This design comes from an exercise in tuning for small area, a short achievable clock period and few clock cycles per item on the open sky130 flow, not from production work.
The RTL was checked by simulation tests, not by an equivalence proof against the original design.
Power figures rest on the tool's default switching activity, not on a simulated workload.

--- design/flow/run.sh ---
#!/bin/bash
# synth_recipe.tcl (not shown) runs the flow's synth.tcl, then flattens the netlist and writes it again
# the make line also repeats each setting of config.mk as NAME=value (left out here)
make -C /OpenROAD-flow-scripts/flow DESIGN_CONFIG=/design/flow/config.mk WORK_HOME=/design/flow/orfs CLKGATE_MAP_FILE= SYNTH_SCRIPT=/design/flow/synth_recipe.tcl finish
--- design/flow/config.mk ---
export PLATFORM = sky130hd
export DESIGN_NAME = dmem_bus
export DESIGN_NICKNAME = dmem_bus
export VERILOG_FILES = /design/flow/design.v
export SDC_FILE = /design/flow/constraint.sdc
export NUM_CORES = 4
export LEC_CHECK = 0
export CAP_MARGIN = 20
export CORE_MARGIN = 2
export CORE_UTILIZATION = 40
export SLEW_MARGIN = 20
--- design/flow/constraint.sdc ---
create_clock -name core_clock -period 5.0 [get_ports {clk}]
set_input_delay 1.0000 -clock core_clock [delete_from_list [all_inputs] [get_ports {clk}]]
set_output_delay 1.0000 -clock core_clock [all_outputs]
set_load 0.01 [all_outputs]
--- design/flow/design.v ---
`default_nettype none
module dmem_bus #(
  parameter int N           = 32,
  parameter int ADDR_W      = 32,
  parameter int DEPTH       = 64,
  parameter int WAIT_CYCLES = 1     
) (
  input  logic              clk,
  input  logic              rst_n,
  input  logic              req_valid,
  output logic              req_ready,
  input  logic              req_write,
  input  logic [1:0]        req_size,
  input  logic              req_unsigned,
  input  logic [ADDR_W-1:0] req_addr,
  input  logic [N-1:0]      req_wdata,
  output logic              resp_valid,
  input  logic              resp_ready,
  output logic [N-1:0]      resp_rdata,
  output logic              resp_err
);
  localparam int IDX_W = $clog2(DEPTH);
  logic [N-1:0]     mem [DEPTH];
  logic             r_rdy;
  logic             w_accept;
  logic             w_req_err;
  logic             s1_v, s1_ld, s1_err;
  logic [3:0]       s1_be;
  logic [N-1:0]     s1_wd;
  logic [IDX_W-1:0] s1_idx;
  logic [1:0]       s1_bsel;    
  logic             s1_hsel;    
  logic             s1_b1ext;   
  logic             s1_hiext;   
  logic             s1_sgn;     
  logic             s1_sbyte;   
  logic             out_v, out_err;
  logic [N-1:0]     out_d;
  logic             sk_v, sk_err;
  logic [N-1:0]     sk_d;
  logic             w_pop, w_stall, w_out_load;
  logic             w_out_v_n, w_sk_v_n, w_s1_v_n;
  logic [N-1:0]     w_word;
  logic [7:0]       w_b0;
  logic [7:0]       w_b1;
  logic [15:0]      w_hi;
  logic             w_sign;
  logic [N-1:0]     w_res;
  logic             w_unused;
  assign w_unused = ^req_addr[ADDR_W-1:IDX_W+2];
  assign w_req_err = (req_size == 2'b11) ||
                     ((req_size == 2'b01) && req_addr[0]) ||
                     ((req_size == 2'b10) && (req_addr[1:0] != 2'b00));
  assign req_ready = r_rdy;
  assign w_accept  = req_valid && r_rdy;
  assign w_pop      = out_v && resp_ready;
  assign w_out_load = !out_v || resp_ready;
  assign w_stall    = s1_v && out_v && sk_v && !resp_ready;
  always_comb begin
    if (w_out_load) begin
      w_out_v_n = sk_v || s1_v;
      w_sk_v_n  = sk_v && s1_v;
    end else begin
      w_out_v_n = out_v;
      w_sk_v_n  = sk_v || s1_v;
    end
  end
  assign w_s1_v_n = w_stall || w_accept;
  always_ff @(posedge clk or negedge rst_n) begin
    if (!rst_n) begin
      r_rdy  <= 1'b0;
      out_v  <= 1'b0;
      sk_v   <= 1'b0;
      s1_v   <= 1'b0;
      s1_ld  <= 1'b0;
      s1_err <= 1'b0;
      s1_be  <= 4'b0;
    end else begin
      r_rdy  <= !(w_s1_v_n && w_out_v_n && w_sk_v_n);
      out_v  <= w_out_v_n;
      sk_v   <= w_sk_v_n;
      s1_v   <= w_s1_v_n;
      if (!w_stall) begin
        s1_ld  <= w_accept && !req_write && !w_req_err;
        s1_err <= w_accept && w_req_err;
      end
      if (w_accept && req_write && !w_req_err) begin
        case (req_size)
          2'b00:   s1_be <= 4'b0001 << req_addr[1:0];
          2'b01:   s1_be <= req_addr[1] ? 4'b1100 : 4'b0011;
          default: s1_be <= 4'b1111;
        endcase
      end else begin
        s1_be <= 4'b0;
      end
    end
  end
  always_ff @(posedge clk) begin
    if (r_rdy) begin
      s1_idx   <= req_addr[IDX_W+1:2];
      s1_bsel  <= (req_size == 2'b00) ? req_addr[1:0] :
                  (req_size == 2'b01) ? {req_addr[1], 1'b0} : 2'b00;
      s1_hsel  <= (req_size == 2'b01) && req_addr[1];
      s1_b1ext <= (req_size == 2'b00);
      s1_hiext <= (req_size != 2'b10);
      s1_sgn   <= !req_unsigned;
      s1_sbyte <= (req_size == 2'b00);
    end
  end
  always_ff @(posedge clk) begin
    case (req_size)
      2'b00:   s1_wd <= {4{req_wdata[7:0]}};
      2'b01:   s1_wd <= {2{req_wdata[15:0]}};
      default: s1_wd <= req_wdata;
    endcase
  end
  always_ff @(posedge clk) begin
    for (int k = 0; k < 4; k++) begin
      if (s1_be[k]) mem[s1_idx][8*k +: 8] <= s1_wd[8*k +: 8];
    end
  end
  assign w_word = mem[s1_idx];
  assign w_b0   = w_word[{s1_bsel, 3'b000} +: 8];
  assign w_b1   = s1_hsel ? w_word[31:24] : w_word[15:8];
  assign w_hi   = w_word[31:16];
  assign w_sign = s1_sgn && (s1_sbyte ? w_b0[7] : w_b1[7]);
  always_comb begin
    w_res[7:0]   = w_b0;
    w_res[15:8]  = s1_b1ext ? {8{w_sign}} : w_b1;
    w_res[31:16] = s1_hiext ? {16{w_sign}} : w_hi;
    if (!s1_ld) w_res = '0;
  end
  always_ff @(posedge clk) begin
    if (!(sk_v && !w_out_load)) begin
      sk_d   <= w_res;
      sk_err <= s1_err;
    end
  end
  always_ff @(posedge clk or negedge rst_n) begin
    if (!rst_n) begin
      out_d   <= '0;
      out_err <= 1'b0;
    end else if (w_out_load) begin
      if (sk_v) begin
        out_d   <= sk_d;
        out_err <= sk_err;
      end else begin
        out_d   <= w_res;
        out_err <= s1_err;
      end
    end
  end
  assign resp_valid = out_v;
  assign resp_rdata = out_d;
  assign resp_err   = out_err;
endmodule
`default_nettype wire
==> results.cfg <==
[synthesis]
synth_edf_count = 2093
yosys.area.top_type_share_pct = 73.3
async_flop_share_pct = 1.98
yosys_warnings = 1
synth-main-ff-cell = edfxtp_1
synthesis.area_mm2 = 0.0857
yosysUniqueCellTypes = 58
synth.ff_latch_count = 2174
synth_nets = 4201
yosys.area.top_type = edfxtp_1
synth.avg_cell_area_um2 = 20.8
seq_area_frac_synth_pct = 75.5
synth_cells = 4129
synthTopCellsByArea = edfxtp_1, mux4_2, mux2i_1

[clock_tree]
clk_latency_ps = 860
cts_made_buffers = 213
clock_path_buffers = 3
cts.sinks = 2174
cts_setup_buffers = 0
root_buffer = clkbuf_16
cts_hold_buffers = 0
cts_resized = 0
cts_tree = yes
h-tree-depth = 4
clk_pin_slew_worst_paths_ps = 60

[place]
dpl.hpwl_mm = 142
io_buffers = 82
place_ws_ps = 904
dp.cells = 6915
gp_congestion = 0.864
place_area_mm2 = 0.0900

[power_and_ir_drop]
combPwrFrac_pct = 15.0
p_leak_nw = 31.0
p_sw_mw = 11.1
intPower_mw = 31.9
power_frac_seq_pct = 48.4
ir_drop_mv = 0.460
total_power_mw = 43.0
power_frac_clock_pct = 36.6
p_per_area_mw_per_mm2 = 443
swShare_pct = 25.8

[die]
fp.dieW_um = 467
die_h_um = 467
coreArea_mm2 = 0.213
rows = 169
io_pins = 107
start_util_pct = 40.3
die_area_mm2 = 0.218

[setup_path]
r2r_slack_ps = 960
required_ps = 5600
cp.arrival_ps = 4640
end_kind = flip-flop
crit_chain = buf_12, buf_4, mux4_2, mux4_2, a22o_1, a2111oi_0, mux2i_1, nand2_1, inv_1
critPathKind = reg2reg
critPathMaxFanout = 23
path_common_cell = mux4_2
critPathSlowestCell = dfxtp_4
crit_path_max_incr_delay_ps = 610
reg2reg_to = sk_d[0]$_DFFE_PN_
ff2ff_path_depth = 9
critPathLaunchType = flip-flop

[global_routing]
grt_pass1_vias = 41500
grt_overflow_total = 0
grt_usage_pct = 20.0
grt_pass1_wl_mm = 311
grt_max_degree = 73
antenna_found_initial = 29

[layout]
layout-drive-gt1-share_pct = 23.3
final_util_pct = 45.6
stdcell_area_mm2 = 0.0969
final_cells = 7339
final_cell_mix = edfxtp_1, mux4_2, and2_1
final_common_cell = edfxtp_1
fin_nets = 4381
syn_to_final_growth_pct = 13.1

[timing]
finalClockSkew_ps = 63.2
period_needed_ps = 4040
drv_slew = 0
final.setup.worst_slack_ps = 961
timing.hold.ws_ps = 251
slew_headroom_pct = 16.2
fin_crit_sh_pct = 80.8
worst_slew_pin_slew_ps = 1250
rsz0062_at_grt = no
timing.setup.tns_ps = 0
setup_violations = 0
hold_viol_final = 0
max_freq_mhz = 248

[worst_hold_path]
hold_class = in2async

[drt]
viasPerCell = 5.69
ant_nets = 0
first_pass_iters = 6
drc_errors = 0
num_vias = 41800
wl_per_cell_um = 30.0
wl_mm = 220
drtIter0Drc = 5001

[run_status]
outcome = complete, no violations

[job]
maxCapViolations = 0
-- sequential cells by signal, summed over array words and instances, names as in the netlist, named ones only --
signal	cells
out_err	1
s1_wd	32
s1_be	4
sk_v	1
s1_bsel	2
out_v	1
sk_err	1
s1_v	1
s1_ld	1
s1_sgn	1
sk_d	32
out_d	32
s1_idx	6
s1_sbyte	1
s1_err	1
r_rdy	1
s1_hiext	1
s1_hsel	1
mem	2048
-- critical path: cells and delay by family, from the launching register on --
family | cells | cell delay (ps)
multiplexers | 3 | 1260
AO/OA/AOI/OAI | 2 | 950
buffers and inverters | 3 | 780
flip-flops | 1 | 610
AND/OR/NAND/NOR | 1 | 180
-- logic make-up after synthesis --
kind of cell	after synthesis	synth area share, %
mux	765	16.5
simple gates	627	3.88
flops	2174	75.5
buf+inv	266	1.73
xor+xnor	2	0.0204
fa+ha+maj	1	0.0117
compound gates	294	2.36
-- power groups by stage --
stage	sequential [mW]	combinational [mW]	clock [mW]
2_1_floorplan	21.1	3.96	0
3_3_place_gp	21.2	6.40	0
3_5_place_dp	21.2	6.44	0
4_1_cts	20.8	6.46	15.9
5_1_grt	20.8	6.77	16.7
6_report	20.8	6.43	15.7
-- Yosys cell counts, drive strengths merged (9+ instances only) --
cell type and n:
nor2b 23, inv 17, o21ai 49, mux2 43, nand2 132, nand3 30
a22o 18, o221ai 13, a22oi 59, dfrtp 43, and2 257, edfxtp 2093
mux2i 210, nor3 14, a31oi 29, dfxtp 38, buf 142, mux4 512
nand3b 25, nand2b 9, a2111oi 9, a21oi 54, nor2 106, and3 9
a211oi 22, clkbuf 104
-- area by class of cell --
class / count / area [um2]
fillers: 17600 / 116000
repair buffers: 212 / 2030
clock buffers: 274 / 5660
clock inverters: 124 / 1190
inverters: 19 / 71.3
multi-input cells: 1689 / 19600
diodes: 26 / 65.1
well taps: 2821 / 3530
flip-flops and latches: 2174 / 64800
-- metal layers --
layer / share of wire (%) / GRT usage [%] / up-vias
li1: - / - / 17400
met1: 42 / 28.3 / 22300
met2: 46 / 30.7 / 1681
met3: 8.1 / 4.29 / 395
met4: 3.8 / 7.22 / 8
met5: 0.021 / 0 / -
-- worst max path at each step --
stage | start | to | slack [ps] | depth (start not counted)
6_report | flip-flop | sk_d[0]$_DFFE_PN_ | 960 | 9
5_1_grt | flip-flop | sk_d[1]$_DFFE_PN_ | 740 | 9
4_1_cts | flip-flop | out_d[29]$_DFFE_PN0N_ | 950 | 11
3_5_place_dp | flip-flop | out_d[29]$_DFFE_PN0N_ | 900 | 11
3_3_place_gp | flip-flop | sk_d[27]$_DFFE_PN_ | 970 | 11
2_1_floorplan | flip-flop | sk_d[0]$_DFFE_PN_ | 1880 | 11
Testbench counts, summed over its fixed seeds: cycles 24,016, items 24,000.

==> port drivers added, routing unchanged <==
In the flow no input, the clock included, has a driving cell. The finished layout below was timed again as built, in two steps.
Step 1 sets driving cells, clkbuf_16 on the clock port and buf_2 on the other inputs (assumed; they add their load-dependent delay and slew).
Step 2, shift: input delay + t, output delay - t, t = (earliest + latest rising clock arrival at the registers) / 2. This alone moves slack from input paths to output paths.
Three values: no drivers, after step 1, after step 2; two values: the first two.
shift t [ns]: 0.918
slack for setup (ns): 0.961 / 0.961 / 0.961
hold slack, ns: 0.251 / 0.182 / 0.487
worst setup path at the end: register to register
worst slew at a driven data input, ns: 0.05
After both steps this run still meets setup and hold. The setup slack of this run moves by 0.000 ns with the drivers and by 0.000 ns with both steps.
